Context: an optimization exercise on an open-source flow, tuned for small area and a short achievable clock period. The choices shown serve that exercise and are no tape-out recipe. The RTL was checked by simulation tests, not by an equivalence proof against the original design. No activity file was given, so power comes from the tool's default toggle rates.

==> design/flow/config.mk <==
export PLATFORM = sky130hd
export DESIGN_NAME = stride_prefetcher
export DESIGN_NICKNAME = stride_prefetcher
export VERILOG_FILES = /design/flow/design.v
export SDC_FILE = /design/flow/constraint.sdc
export NUM_CORES = 4
export LEC_CHECK = 0
export CAP_MARGIN = 20
export CORE_MARGIN = 2
export CORE_UTILIZATION = 40
export SLEW_MARGIN = 20
==> design/flow/constraint.sdc <==
create_clock -name core_clock -period 9.0 [get_ports {clk_i}]
set_input_delay 1.8000 -clock core_clock [delete_from_list [all_inputs] [get_ports {clk_i}]]
set_output_delay 1.8000 -clock core_clock [all_outputs]
set_load 0.01 [all_outputs]
==> design/flow/design.v <==
package pf_pkg;
    localparam int unsigned ADDR_W = 32;
    localparam int unsigned PAGE_OFFSET_W = 12;
    localparam int unsigned LINE_OFFSET_W = 6;
    localparam int unsigned TAG_W = ADDR_W - PAGE_OFFSET_W;
    localparam int unsigned COUNT_W = 8;
    localparam int unsigned NBLOCKS_RESET = 8;
    typedef logic signed [PAGE_OFFSET_W:0] stride_t;
    typedef enum logic [1:0] {
        TS_INIT,
        TS_STRIDE,
        TS_HIT1,
        TS_HIT2
    } train_state_e;
endpackage
`timescale 1ns/1ps
module stride_table #(
    parameter int unsigned TABLE_ENTRIES = 4
) (
    input  logic                       clk_i,
    input  logic                       rst_ni,
    input  logic                       snoop_valid_i,
    input  logic [pf_pkg::ADDR_W-1:0]  snoop_addr_i,
    input  logic [pf_pkg::COUNT_W-1:0] nblocks_i,
    output logic                       push_o,
    output logic [pf_pkg::ADDR_W-1:0]  desc_base_o,
    output pf_pkg::stride_t            desc_stride_o,
    output logic [pf_pkg::COUNT_W-1:0] desc_nblocks_o
);
    localparam int unsigned IDX_W = (TABLE_ENTRIES > 1) ? $clog2(TABLE_ENTRIES) : 1;
    logic                     valid_q  [TABLE_ENTRIES];
    logic [pf_pkg::TAG_W-1:0]         tag_q    [TABLE_ENTRIES];
    logic [pf_pkg::PAGE_OFFSET_W-1:0] index_q  [TABLE_ENTRIES];
    pf_pkg::stride_t                  stride_q [TABLE_ENTRIES];
    pf_pkg::train_state_e             state_q  [TABLE_ENTRIES];
    logic [IDX_W-1:0]         age_q    [TABLE_ENTRIES];
    logic [pf_pkg::TAG_W-1:0]         snoop_tag;
    logic [pf_pkg::PAGE_OFFSET_W-1:0] snoop_index;
    logic                     hit;
    logic [IDX_W-1:0]         hit_idx;
    logic                     free_found;
    logic [IDX_W-1:0]         free_idx;
    logic [IDX_W-1:0]         victim_idx;
    logic [IDX_W-1:0]         sel_idx;
    logic [IDX_W-1:0]         sel_age;
    pf_pkg::stride_t                  new_stride;
    logic                     stride_match;
    pf_pkg::train_state_e             new_state;
    logic                     emit;
    logic [pf_pkg::ADDR_W-1:0]        target_addr;
    assign snoop_tag   = snoop_addr_i[pf_pkg::ADDR_W-1:pf_pkg::PAGE_OFFSET_W];
    assign snoop_index = snoop_addr_i[pf_pkg::PAGE_OFFSET_W-1:0];
    always_comb begin
        hit        = 1'b0;
        hit_idx    = '0;
        free_found = 1'b0;
        free_idx   = '0;
        victim_idx = '0;
        for (int i = TABLE_ENTRIES - 1; i >= 0; i--) begin
            if (valid_q[i] && (tag_q[i] == snoop_tag)) begin
                hit     = 1'b1;
                hit_idx = IDX_W'(i);
            end
            if (!valid_q[i]) begin
                free_found = 1'b1;
                free_idx   = IDX_W'(i);
            end
            if (age_q[i] == IDX_W'(TABLE_ENTRIES - 1)) begin
                victim_idx = IDX_W'(i);
            end
        end
    end
    assign sel_idx = hit ? hit_idx : (free_found ? free_idx : victim_idx);
    assign sel_age = age_q[sel_idx];
    assign new_stride   = pf_pkg::stride_t'({1'b0, snoop_index}) - pf_pkg::stride_t'({1'b0, index_q[hit_idx]});
    assign stride_match = (new_stride == stride_q[hit_idx]) && (new_stride != '0);
    always_comb begin
        new_state = pf_pkg::TS_STRIDE;
        emit      = 1'b0;
        if (!hit) begin
            new_state = pf_pkg::TS_INIT;
        end else begin
            case (state_q[hit_idx])
                pf_pkg::TS_STRIDE: begin
                    if (stride_match) begin
                        new_state = pf_pkg::TS_HIT1;
                    end
                end
                pf_pkg::TS_HIT1: begin
                    if (stride_match) begin
                        new_state = pf_pkg::TS_HIT2;
                    end
                end
                pf_pkg::TS_HIT2: begin
                    if (stride_match) begin
                        new_state = pf_pkg::TS_INIT;
                        emit      = 1'b1;
                    end
                end
                default: begin
                    new_state = pf_pkg::TS_STRIDE;
                end
            endcase
        end
    end
    assign target_addr = snoop_addr_i
                       + {{(pf_pkg::ADDR_W - pf_pkg::PAGE_OFFSET_W - 1){new_stride[pf_pkg::PAGE_OFFSET_W]}}, new_stride};
    always_ff @(posedge clk_i or negedge rst_ni) begin
        if (!rst_ni) begin
            for (int i = 0; i < TABLE_ENTRIES; i++) begin
                valid_q[i] <= 1'b0;
                state_q[i] <= pf_pkg::TS_INIT;
                age_q[i]   <= IDX_W'(i);
            end
        end else if (snoop_valid_i) begin
            for (int i = 0; i < TABLE_ENTRIES; i++) begin
                if (sel_idx == IDX_W'(i)) begin
                    valid_q[i] <= 1'b1;
                    state_q[i] <= new_state;
                    age_q[i]   <= '0;
                end else if (age_q[i] < sel_age) begin
                    age_q[i] <= age_q[i] + 1'b1;
                end
            end
        end
    end
    always_ff @(posedge clk_i) begin
        if (snoop_valid_i) begin
            tag_q[sel_idx]    <= snoop_tag;
            index_q[sel_idx]  <= snoop_index;
            stride_q[sel_idx] <= hit ? new_stride : '0;
        end
    end
    always_ff @(posedge clk_i or negedge rst_ni) begin
        if (!rst_ni) begin
            push_o <= 1'b0;
        end else begin
            push_o <= snoop_valid_i && emit;
        end
    end
    always_ff @(posedge clk_i) begin
        if (snoop_valid_i && emit) begin
            desc_base_o    <= {target_addr[pf_pkg::ADDR_W-1:pf_pkg::LINE_OFFSET_W], {pf_pkg::LINE_OFFSET_W{1'b0}}};
            desc_stride_o  <= new_stride;
            desc_nblocks_o <= nblocks_i;
        end
    end
endmodule
`timescale 1ns/1ps
module desc_fifo #(
    parameter int unsigned FIFO_DEPTH = 4
) (
    input  logic                       clk_i,
    input  logic                       rst_ni,
    input  logic                       push_i,
    input  logic [pf_pkg::ADDR_W-1:0]  base_i,
    input  pf_pkg::stride_t            stride_i,
    input  logic [pf_pkg::COUNT_W-1:0] nblocks_i,
    output logic                       valid_o,
    output logic [pf_pkg::ADDR_W-1:0]  base_o,
    output pf_pkg::stride_t            stride_o,
    output logic [pf_pkg::COUNT_W-1:0] nblocks_o,
    input  logic                       pop_i
);
    localparam int unsigned PTR_W = (FIFO_DEPTH > 1) ? $clog2(FIFO_DEPTH) : 1;
    localparam int unsigned CNT_W = $clog2(FIFO_DEPTH + 1);
    logic [pf_pkg::ADDR_W-1:0]  base_mem    [FIFO_DEPTH];
    pf_pkg::stride_t            stride_mem  [FIFO_DEPTH];
    logic [pf_pkg::COUNT_W-1:0] nblocks_mem [FIFO_DEPTH];
    logic [PTR_W-1:0] wr_ptr_q;
    logic [PTR_W-1:0] rd_ptr_q;
    logic [CNT_W-1:0] count_q;
    logic             full;
    logic             rd_adv;
    logic [PTR_W-1:0] wr_ptr_inc;
    logic [PTR_W-1:0] rd_ptr_inc;
    assign wr_ptr_inc = (wr_ptr_q == PTR_W'(FIFO_DEPTH - 1)) ? '0 : wr_ptr_q + 1'b1;
    assign rd_ptr_inc = (rd_ptr_q == PTR_W'(FIFO_DEPTH - 1)) ? '0 : rd_ptr_q + 1'b1;
    assign full    = (count_q == CNT_W'(FIFO_DEPTH));
    assign rd_adv  = pop_i || (push_i && full);
    assign valid_o = (count_q != '0);
    assign base_o    = base_mem[rd_ptr_q];
    assign stride_o  = stride_mem[rd_ptr_q];
    assign nblocks_o = nblocks_mem[rd_ptr_q];
    always_ff @(posedge clk_i or negedge rst_ni) begin
        if (!rst_ni) begin
            wr_ptr_q <= '0;
            rd_ptr_q <= '0;
            count_q  <= '0;
        end else begin
            if (push_i) begin
                wr_ptr_q <= wr_ptr_inc;
            end
            if (rd_adv) begin
                rd_ptr_q <= rd_ptr_inc;
            end
            if (push_i && !rd_adv) begin
                count_q <= count_q + 1'b1;
            end else if (rd_adv && !push_i) begin
                count_q <= count_q - 1'b1;
            end
        end
    end
    always_ff @(posedge clk_i) begin
        if (push_i) begin
            base_mem[wr_ptr_q]    <= base_i;
            stride_mem[wr_ptr_q]  <= stride_i;
            nblocks_mem[wr_ptr_q] <= nblocks_i;
        end
    end
endmodule
`timescale 1ns/1ps
module prefetch_engine #(
    parameter int unsigned MAX_CREDITS = 2
) (
    input  logic                       clk_i,
    input  logic                       rst_ni,
    input  logic                       valid_i,
    input  logic [pf_pkg::ADDR_W-1:0]  base_i,
    input  pf_pkg::stride_t            stride_i,
    input  logic [pf_pkg::COUNT_W-1:0] nblocks_i,
    output logic                       pop_o,
    output logic                       req_valid_o,
    output logic [pf_pkg::ADDR_W-1:0]  req_addr_o,
    input  logic                       credit_i
);
    localparam int unsigned CRED_W = $clog2(MAX_CREDITS + 1);
    logic               busy_q;
    logic [pf_pkg::COUNT_W-1:0] remain_q;
    logic [CRED_W-1:0]  credits_q;
    logic [pf_pkg::ADDR_W-1:0]  addr_q;
    logic [pf_pkg::TAG_W-1:0]   tag_q;
    pf_pkg::stride_t            stride_q;
    logic               in_page;
    logic               last_req;
    logic [pf_pkg::ADDR_W-1:0]  next_addr;
    assign in_page = (addr_q[pf_pkg::ADDR_W-1:pf_pkg::PAGE_OFFSET_W] == tag_q);
    assign pop_o       = !busy_q && valid_i;
    assign req_valid_o = busy_q && in_page && (credits_q != '0);
    assign req_addr_o  = {addr_q[pf_pkg::ADDR_W-1:pf_pkg::LINE_OFFSET_W], {pf_pkg::LINE_OFFSET_W{1'b0}}};
    assign last_req    = req_valid_o && (remain_q == pf_pkg::COUNT_W'(1));
    assign next_addr = addr_q
                     + {{(pf_pkg::ADDR_W - pf_pkg::PAGE_OFFSET_W - 1){stride_q[pf_pkg::PAGE_OFFSET_W]}}, stride_q};
    always_ff @(posedge clk_i or negedge rst_ni) begin
        if (!rst_ni) begin
            busy_q   <= 1'b0;
            remain_q <= '0;
        end else if (pop_o) begin
            busy_q   <= (nblocks_i != '0);
            remain_q <= nblocks_i;
        end else if (busy_q) begin
            if (!in_page || last_req) begin
                busy_q <= 1'b0;
            end
            if (req_valid_o) begin
                remain_q <= remain_q - 1'b1;
            end
        end
    end
    always_ff @(posedge clk_i) begin
        if (pop_o) begin
            addr_q   <= base_i;
            tag_q    <= base_i[pf_pkg::ADDR_W-1:pf_pkg::PAGE_OFFSET_W];
            stride_q <= stride_i;
        end else if (req_valid_o) begin
            addr_q <= next_addr;
        end
    end
    always_ff @(posedge clk_i or negedge rst_ni) begin
        if (!rst_ni) begin
            credits_q <= CRED_W'(MAX_CREDITS);
        end else begin
            credits_q <= credits_q - CRED_W'(req_valid_o) + CRED_W'(credit_i);
        end
    end
endmodule
`timescale 1ns/1ps
module stride_prefetcher #(
    parameter int unsigned TABLE_ENTRIES = 8,
    parameter int unsigned FIFO_DEPTH    = 8,
    parameter int unsigned MAX_CREDITS   = 2
) (
    input  logic                       clk_i,
    input  logic                       rst_ni,
    input  logic                       snoop_valid_i,
    input  logic [pf_pkg::ADDR_W-1:0]  snoop_addr_i,
    input  logic                       cfg_valid_i,
    input  logic [pf_pkg::COUNT_W-1:0] cfg_nblocks_i,
    output logic                       req_valid_o,
    output logic [pf_pkg::ADDR_W-1:0]  req_addr_o,
    input  logic                       credit_i
);
    logic [pf_pkg::COUNT_W-1:0] nblocks_q;
    logic               push;
    logic [pf_pkg::ADDR_W-1:0]  push_base;
    pf_pkg::stride_t            push_stride;
    logic [pf_pkg::COUNT_W-1:0] push_nblocks;
    logic               head_valid;
    logic [pf_pkg::ADDR_W-1:0]  head_base;
    pf_pkg::stride_t            head_stride;
    logic [pf_pkg::COUNT_W-1:0] head_nblocks;
    logic               pop;
    always_ff @(posedge clk_i or negedge rst_ni) begin
        if (!rst_ni) begin
            nblocks_q <= pf_pkg::COUNT_W'(pf_pkg::NBLOCKS_RESET);
        end else if (cfg_valid_i) begin
            nblocks_q <= cfg_nblocks_i;
        end
    end
    stride_table #(
        .TABLE_ENTRIES (TABLE_ENTRIES)
    ) u_table (
        .clk_i          (clk_i),
        .rst_ni         (rst_ni),
        .snoop_valid_i  (snoop_valid_i),
        .snoop_addr_i   (snoop_addr_i),
        .nblocks_i      (nblocks_q),
        .push_o         (push),
        .desc_base_o    (push_base),
        .desc_stride_o  (push_stride),
        .desc_nblocks_o (push_nblocks)
    );
    desc_fifo #(
        .FIFO_DEPTH (FIFO_DEPTH)
    ) u_fifo (
        .clk_i     (clk_i),
        .rst_ni    (rst_ni),
        .push_i    (push),
        .base_i    (push_base),
        .stride_i  (push_stride),
        .nblocks_i (push_nblocks),
        .valid_o   (head_valid),
        .base_o    (head_base),
        .stride_o  (head_stride),
        .nblocks_o (head_nblocks),
        .pop_i     (pop)
    );
    prefetch_engine #(
        .MAX_CREDITS (MAX_CREDITS)
    ) u_engine (
        .clk_i       (clk_i),
        .rst_ni      (rst_ni),
        .valid_i     (head_valid),
        .base_i      (head_base),
        .stride_i    (head_stride),
        .nblocks_i   (head_nblocks),
        .pop_o       (pop),
        .req_valid_o (req_valid_o),
        .req_addr_o  (req_addr_o),
        .credit_i    (credit_i)
    );
endmodule
==> design/flow/run.sh <==
#!/bin/bash
# synth_recipe.tcl (not shown) runs the flow's synth.tcl, then flattens the netlist and writes it again
# the make line also repeats each setting of config.mk as NAME=value (left out here)
make -C /OpenROAD-flow-scripts/flow DESIGN_CONFIG=/design/flow/config.mk WORK_HOME=/design/flow/orfs CLKGATE_MAP_FILE= SYNTH_SCRIPT=/design/flow/synth_recipe.tcl finish
==> notes.md <==
* Status: finished clean
* CTS Buffer Depth at 3
* FMAX at approximately 110 MHz
* Die area at 106000 um2
* Starting Density at around two fifths
* HPWL Detailed at around 64000 um
* Syn avg cell area at around 15 um2
* Initial DRC count at ~1900
* Hold_sp: nblocks_q[2]
* CORE AREA at around 100000 um2
* Crit path DAT at approximately 9 ns
* Mapped Area at about 41000 um2
* R2R Path Start: u_table.tag_q[7][9]
* Post-synth EDFFs at 848
* Residual DRC at 0
* Ports at 78
* Hold buffers post-CTS at 0
* Chip width at 325 um
* Cell mode on critical path: a211o_1
* Sw Share at around a third
* Antenna Nets Post-Route at 0
* Most frequent cells in the layout: 848 x edfxtp_1, 303 x buf_4, 197 x nand2_1
* Clock slew at reported path FFs at ~0.060 ns
* Final Net Count at ~3200
* Power per Cell Area at approximately 300 nW/um2
* TritonCTS Buffers at slightly below 100
* Startpoint types: primary input
* Largest net degree at the start of global routing at around 70
* Switching power at roughly 0.0047 W
* Hold Vio Cnt, Final at 0
* Final WL at around 98000 um
* Max Cap Viol at 0
* Finished Layout Cells at 4545
* HP Class: reg2reg
* Syn Inst Count at 2727
* TritonRoute pass-1 iters at 5
* Worst Skew at about 0.026 ns
* DIE HEIGHT at between 300 and 400 um
* Tmin final at around 9 ns
* Clock latency on the worst-skew pair at just under 0.7 ns
* GRT Overall Usage at 18.3%
* Crit path required time at ~9.4 ns
* Final Wtd Congestion at ~0.86
* WS Path Type: in2reg
* Critical Path Fanout Max at 5
* Vias/cell at about 5.4
* Global-route wire length before repair at around 150000 um
* Row count at 117
* CP peak stage delay at around 0.51 ns
* Yosys warning count at 7
* Initial antenna violation count at 2
* Gate power share at around 32%
* Crit. End Element: flop
* Sink Count at slightly above 900
* FF+latch count, synth at 926
* Vias in the first global route at around 25000
* CTS Root Cell: clkbuf_16
* Ys async rst share at under 10%
* Synthesis-to-layout area growth at 20.0%
* Tcrit/Tclk final at between 90% and 100%
* Lkg Pwr at 17.2 nW
* Register area share after synthesis at between 60% and 70%
* Commonest non-fill, non-tap cell in the layout: edfxtp_1
* WL per Instance at around 22 um
* Crit path from: snoop_addr_i[27]
* Via count at between 20000 and 25000
* Final slew viol count at 0
* IO Port Bufs at 71
* Setup violations, final at 0
* Internal power at just under 0.01 W
* Synth cell types at around 100
* Worst-Margin Slew at 0.969 ns
* Delay-heaviest family, CP: compound AO/OA/AOI/OAI gates
* CTS H-tree depth at 3
* Share of post-route cells with drive strength above 1 at 24.9%
* CP bufs+invs at 3
* Fin Hold WS at around 0.44 ns
* Power share of the clock group at 27.2%
* Share of power burned in registers at 40.6%
* Grt total ovfl at 0
* Placed Cells at approximately 4400
* Rel. slew slack at between 30% and 40%
* CP max-delay cell: or4b_4
* VDD IR max at approximately 340 uV
* Predominant post-synthesis flop cell: edfxtp_1
* CTS tree: yes
==> power groups by stage <==
stage               clock network (W)  logic, W  registers, W
floorplan                           0   0.00278       0.00594
global placement                    0   0.00440       0.00597
detailed placement                  0   0.00454       0.00599
CTS                           0.00406   0.00457       0.00591
global route                  0.00423   0.00514       0.00599
finish                        0.00397   0.00470       0.00593
==> Yosys cell counts (all sizes together), types with 50 or more instances <==
master / number / share of area [%]
a21oi: 72 / 0.87
buf: 89 / 1.3
clkbuf: 50 / 0.45
dfrtp: 64 / 3.9
edfxtp: 848 / 62
ha: 100 / 3.0
mux2: 76 / 2.2
mux4: 94 / 5.1
nand2: 197 / 1.8
nand4: 72 / 1.1
nor2: 112 / 1.0
o21ai: 118 / 1.4
xnor2: 203 / 4.3
xor2: 66 / 1.4
==> worst paths after layout <==
check	to	slack, ns	cells after the start
max in group asynchronous	u_fifo.rd_ptr_q[0]	6.64	2
max reg2reg	u_table.desc_base_o[25]	1.59	30
min reg2reg	u_table.desc_nblocks_o[2]	0.44	0
min	u_table.desc_nblocks_o[2]	0.44	0
max	u_table.desc_base_o[25]	0.24	33
min in group asynchronous	u_table.state_q[7][1]	1.00	1
==> final cells by class <==
type / instances / area (um2)
fillers: 8679 / 52600
well taps: 1368 / 1710
multi-input cells: 1621 / 13700
diodes: 3 / 7.51
flip-flops and latches: 926 / 27400
clock inverters: 59 / 612
repair buffers: 401 / 3410
inverters: 46 / 173
clock buffers: 121 / 2570
==> per-stage QoR <==
step	utilization [%]	setup slack [ns]	total power, W	setup TNS (ns)	cell area [um2]
2_1_floorplan	-	0.0226	0.00872	0	41500
3_3_place_gp	44.8	-0.715	0.0104	-21.32	45800
3_5_place_dp	44.8	-0.830	0.0105	-28.25	45800
4_1_cts	48.0	0.00178	0.0145	0	49000
5_1_grt	48.5	-0.0210	0.0154	-0.0210	49600
6_report	48.5	0.241	0.0146	0	49600
==> timing repair <==
action,CTS,global route
buffers inserted,0,8
pin swaps,0,31
endpoints found under the setup margin,1,57
resized for setup,2,99
==> metal layers <==
metal | up-vias | track usage [%] | wire length (um)
li1 | 11300 | - | -
met1 | 12400 | 24.3 | 42700
met2 | 622 | 30.4 | 47800
met3 | 175 | 2.98 | 4760
met4 | 0 | 6.43 | 2980
met5 | - | 0 | 0
==> state kept, by name, indices dropped and copies added (netlist names), 13 cells and up <==
signal	count
u_engine.tag_q	20
u_fifo.base_mem	208
u_table.stride_q	104
u_table.desc_stride_o	13
u_table.tag_q	160
u_fifo.nblocks_mem	64
u_engine.stride_q	13
u_table.state_q	16
u_table.index_q	96
u_fifo.stride_mem	104
u_table.age_q	24
u_engine.addr_q	32
u_table.desc_base_o	26
==> kinds of logic (layout without fill, tap and decap cells) <==
family                   Yosys count  count (layout)  share of synthesized area, %
AO/OA/AOI/OAI                    365             365                          5.87
XOR/XNOR                         269             269                          5.74
adder cells (fa/ha/maj)          103             103                          3.17
buffers and inverters            185             627                          2.22
flip-flops                       926             926                          66.4
multiplexers                     213             213                          8.31
other                              1               9                       0.00907
AND/OR/NAND/NOR                  665             665                          8.31

port drivers added, routing unchanged:
In the flow no input, the clock included, has a driving cell. The finished layout below was timed again as built, in two steps. Step 1 assumes that a clkbuf_16 drives the clock port and a buf_2 every other input. Step 2 adds t to the input delays and takes it off the output delays; t is the mean of the earliest and latest rising clock arrival at the registers after step 1. Input paths then give back, and output paths get back, about the clock's delay inside the block. a / b / c = ideal / step 1 / step 2; a / b = the first two.
t, ns: 0.732
setup slack, ns: 0.241 / 0.279 / -0.452
worst data-port slew with drivers (ns): 0.11
With both steps, setup timing fails in this run, where it was met with ideal ports. The setup slack of this run moves by +0.038 ns with the drivers and by -0.693 ns with both steps.
